From an optimization exercise on the open Yosys and OpenROAD flow, aimed at small area and a short achievable clock period; shortcuts taken in it are not production practice.
At most, simulation tests tie the RTL to the original design; equivalence was not proved.

==> flow/design.v (excerpt) <==
module nn_mac_engine #(
  parameter int unsigned DW      = 8,
  parameter int unsigned N_LANES = 4,
  parameter int unsigned ACC_W   = 24,
  parameter int unsigned LEN_W   = 8,
  parameter int unsigned SH_W    = 5
) (
  input  logic                    clk,
  input  logic                    rst,
  input  logic                    start,
  input  logic [LEN_W-1:0]        len,
  input  logic [SH_W-1:0]         shift,
  input  logic                    relu_en,
  input  logic [N_LANES*DW-1:0]   in_a,
  input  logic [N_LANES*DW-1:0]   in_b,
  input  logic                    in_valid,
  output logic                    in_ready,
  output logic [DW-1:0]           out_data,
  output logic                    out_valid,
  input  logic                    out_ready,
  output logic                    busy,
  output logic                    done
);
  localparam int unsigned SUM_W = 25;
  localparam int unsigned NOV   = SUM_W - 8;
  logic             agg;
  logic             beat;
  logic             last;
  logic [LEN_W-1:0] cnt;
  logic [SH_W-1:0]  sh;
  logic             relu;
  logic             v;
  ...
Size: ~1,100 cells after synthesis, roughly 110 flip-flops, roughly 95 I/O pins, about 0.012 mm² of cells after synthesis.
clock: 7.5 ns
lec_check: 0
abc_clock_period_in_ps: 4000
cap_margin: 20
core_margin: 2
core_utilization: 40
place_density: 0.6
setup_slack_margin: 3.5
slew_margin: 20
synth_hierarchical: 1
standard.sh (not shown) runs the stock make flow with config.mk's settings and CLKGATE_MAP_FILE= SYNTH_SCRIPT=/design/flow/synth_recipe.tcl, a recipe that flattens the netlist after the stock synthesis.
==> flow/flow/run.sh <==
#!/bin/bash
# Layout flow: the standard layout (standard.sh, unchanged synthesis), except that the
# buffers ORFS puts on the ports are the smallest plain buffer, buf_1, instead of the default
# delay-style buffer; the resizer may still size them up where timing needs it.
set -euo pipefail
bash standard.sh BUFFER_PORTS_ARGS="-buffer_cell sky130_fd_sc_hd__buf_1" finish > standard.log 2>&1
Rerun with:
--- a/flow/design.v
+++ b/flow/design.v
@@ -1229,20 +1229,19 @@
       q59 <= xs399;
       q60 <= xc400;
       q61 <= xs401;
       q62 <= xc402;
   end
   assign acc_fb = acc;
   assign row_a = {acc_fb[23], acc_fb[22], acc_fb[21], acc_fb[20], acc_fb[19], acc_fb[18], yi513, ys511, ys509, ys505, ys499, yc484, yc474, ys471, yc450, yc440, ys437, yc422, ys419, ys413, yc410, yc408, yc406, yc404, acc_fb[0]};
   assign row_b = {yi519, yi518, yi517, yi516, yi515, yi514, yc512, yc510, yc506, yc500, yc492, ys491, ys483, ys473, ys461, ys449, ys439, ys429, ys421, ys415, ys411, ys409, ys407, ys405, ys403};
-  logic add;
-  assign add = v & busy;
   always_ff @(posedge clk) begin
-    acc <= add ? (row_a + row_b) : (acc & {SUM_W{busy}});
+    if (!busy)  acc <= '0;
+    else if (v) acc <= row_a + row_b;
   end
   logic             sgn;
   logic             ovf_p;         
   logic             ovf_n;         
   logic [NOV-1:0]   thr;           
   logic [3:0]       sh_hi, sh_md;  
   logic [37:0]      ext;           
   logic [13:0]      sel_hi;        
Result: The changed run produced a clean layout; via count hardly moves; routed wire length came out higher by 0.94%; global-route usage barely changes; die area is about the same; final cell count came out lower by about 0.3%; design area came out lower by about 1.1%; worst setup slack gets worse by 0.015 ns; clock skew barely changes; hold slack gets better by 0.0099 ns; sequential share of layout area came out higher by 0.17 points; synthesized cell count came out lower by about 0.35%.
No functional check of the RTL was part of the first run of this note.


Another version of the RTL of nn_mac_engine (not shown whole).
Size in the first run: roughly 11,000 sq um of cells after synthesis.
==> flow/config.mk <==
export PLATFORM = sky130hd
export DESIGN_NAME = nn_mac_engine
export DESIGN_NICKNAME = nn_mac_engine
export VERILOG_FILES = /design/flow/design.v
export SDC_FILE = /design/flow/constraint.sdc
export NUM_CORES = 4
export LEC_CHECK = 0
export ABC_CLOCK_PERIOD_IN_PS = 4000
export CAP_MARGIN = 20
export CORE_MARGIN = 2
export CORE_UTILIZATION = 40
export PLACE_DENSITY = 0.6
export SETUP_SLACK_MARGIN = 3.5
export SLEW_MARGIN = 20
export SYNTH_HIERARCHICAL = 1
==> flow/constraint.sdc <==
create_clock -name core_clock -period 7.5 [get_ports {clk}]
set_input_delay 1.5000 -clock core_clock [delete_from_list [all_inputs] [get_ports {clk}]]
set_output_delay 1.5000 -clock core_clock [all_outputs]
set_load 0.01 [all_outputs]
Scripts as last shown in full above: flow/flow/run.sh
The first run produced a clean layout.
Change:
--- a/flow/design.v
+++ b/flow/design.v
@@ -1231,49 +1231,39 @@
       q61 <= xs401;
       q62 <= xc402;
   end
   assign acc_fb = acc;
   assign row_a = {acc_fb[23], acc_fb[22], acc_fb[21], acc_fb[20], acc_fb[19], acc_fb[18], yi513, ys511, ys509, ys505, ys499, yc484, yc474, ys471, yc450, yc440, ys437, yc422, ys419, ys413, yc410, yc408, yc406, yc404, acc_fb[0]};
   assign row_b = {yi519, yi518, yi517, yi516, yi515, yi514, yc512, yc510, yc506, yc500, yc492, ys491, ys483, ys473, ys461, ys449, ys439, ys429, ys421, ys415, ys411, ys409, ys407, ys405, ys403};
-  logic add;
-  assign add = v & busy;
   always_ff @(posedge clk) begin
-    acc <= add ? (row_a + row_b) : (acc & {SUM_W{busy}});
+    if (!busy)  acc <= '0;
+    else if (v) acc <= row_a + row_b;
   end
   logic             sgn;
   logic             ovf_p;         
   logic             ovf_n;         
   logic [NOV-1:0]   thr;           
-  logic [3:0]       sh_hi, sh_md;  
   logic [37:0]      ext;           
-  logic [13:0]      sel_hi;        
-  logic [7:0]       sel_md;        
+  logic [21:0]      s16;           
+  logic [13:0]      s8;            
+  logic [9:0]       s4;            
+  logic [7:0]       s2;            
   logic [6:0]       low;           
   always_comb begin
     sgn = acc[SUM_W-1];
     for (int k = 0; k < NOV; k++) begin
       thr[k] = (sh <= SH_W'(k));
     end
     ovf_p = |(acc[SUM_W-2:7] & thr);
     ovf_n = |(~acc[SUM_W-2:7] & thr);
-    for (int m = 0; m < 4; m++) begin
-      sh_hi[m] = (sh[4:3] == 2'(m));
-      sh_md[m] = (sh[2:1] == 2'(m));
-    end
     ext = {{(38 - SUM_W){sgn}}, acc};
-    for (int y = 0; y < 14; y++) begin
-      sel_hi[y] = (sh_hi[0] & ext[y]) | (sh_hi[1] & ext[y + 8]) |
-                  (sh_hi[2] & ext[y + 16]) | (sh_hi[3] & ext[y + 24]);
-    end
-    for (int z = 0; z < 8; z++) begin
-      sel_md[z] = (sh_md[0] & sel_hi[z]) | (sh_md[1] & sel_hi[z + 2]) |
-                  (sh_md[2] & sel_hi[z + 4]) | (sh_md[3] & sel_hi[z + 6]);
-    end
-    for (int i = 0; i < 7; i++) begin
-      low[i] = sh[0] ? sel_md[i + 1] : sel_md[i];
-    end
+    for (int x = 0; x < 22; x++) s16[x] = sh[4] ? ext[x + 16] : ext[x];
+    for (int x = 0; x < 14; x++) s8[x]  = sh[3] ? s16[x + 8] : s16[x];
+    for (int x = 0; x < 10; x++) s4[x]  = sh[2] ? s8[x + 4]  : s8[x];
+    for (int x = 0; x < 8; x++)  s2[x]  = sh[1] ? s4[x + 2]  : s4[x];
+    for (int x = 0; x < 7; x++)  low[x] = sh[0] ? s2[x + 1]  : s2[x];
     out_data[7] = sgn & ~relu;
     for (int i = 0; i < 7; i++) begin
       out_data[i] = sgn ? (~relu & ~ovf_n & low[i]) : (ovf_p | low[i]);
     end
   end
 endmodule
=> Synthesized area goes down by 1.6%. Die area goes down by 1.6%. Clock-buffer cell count goes down by 1. Synthesized cell count goes down by 0.44%. Global-route usage goes up by 0.60 points. First-iteration DRC count goes down by 0.34%. Worst hold slack gets better by 15 ps. Clock skew is about the same. Via count goes down by 0.94%.
Function was not checked in any run of this note: the RTL went through the layout flow alone.

==> afterwards: timing with drivers on the ports <==
The results above use ideal ports. As a check the final layouts listed here were re-extracted and re-timed, cells and wires unchanged. Step 1, drivers: a clkbuf_16 drives clk and a buf_2 each remaining input, both assumed. Step 2 adds t to the input delays and takes it off the output delays; t is the mean of the earliest and latest rising clock arrival at the registers after step 1. Input paths then give back, and output paths get back, about the clock's delay inside the block. Three values: no drivers, after step 1, after step 2; two values: the first two.
| run | shift t [ns] | setup WS [ns] | pins driven straight from the clock port |
|---|---|---|---|
| the first run of note 1 | 0.392 | 3.557 / 3.575 / 3.183 | 1 |
| the second run of note 1 | 0.400 | 3.542 / 3.564 / 3.164 | 1 |
| the first run of note 2 | 0.399 | 3.524 / 3.548 / 3.149 | 1 |
| the second run of note 2 | 0.397 | 3.311 / 3.311 / 3.199 | 1 |
After both steps every run listed still meets setup and hold. For the second run of note 1, which loses most, drivers alone change the setup slack by +0.022 ns; drivers and shift together by -0.378 ns.
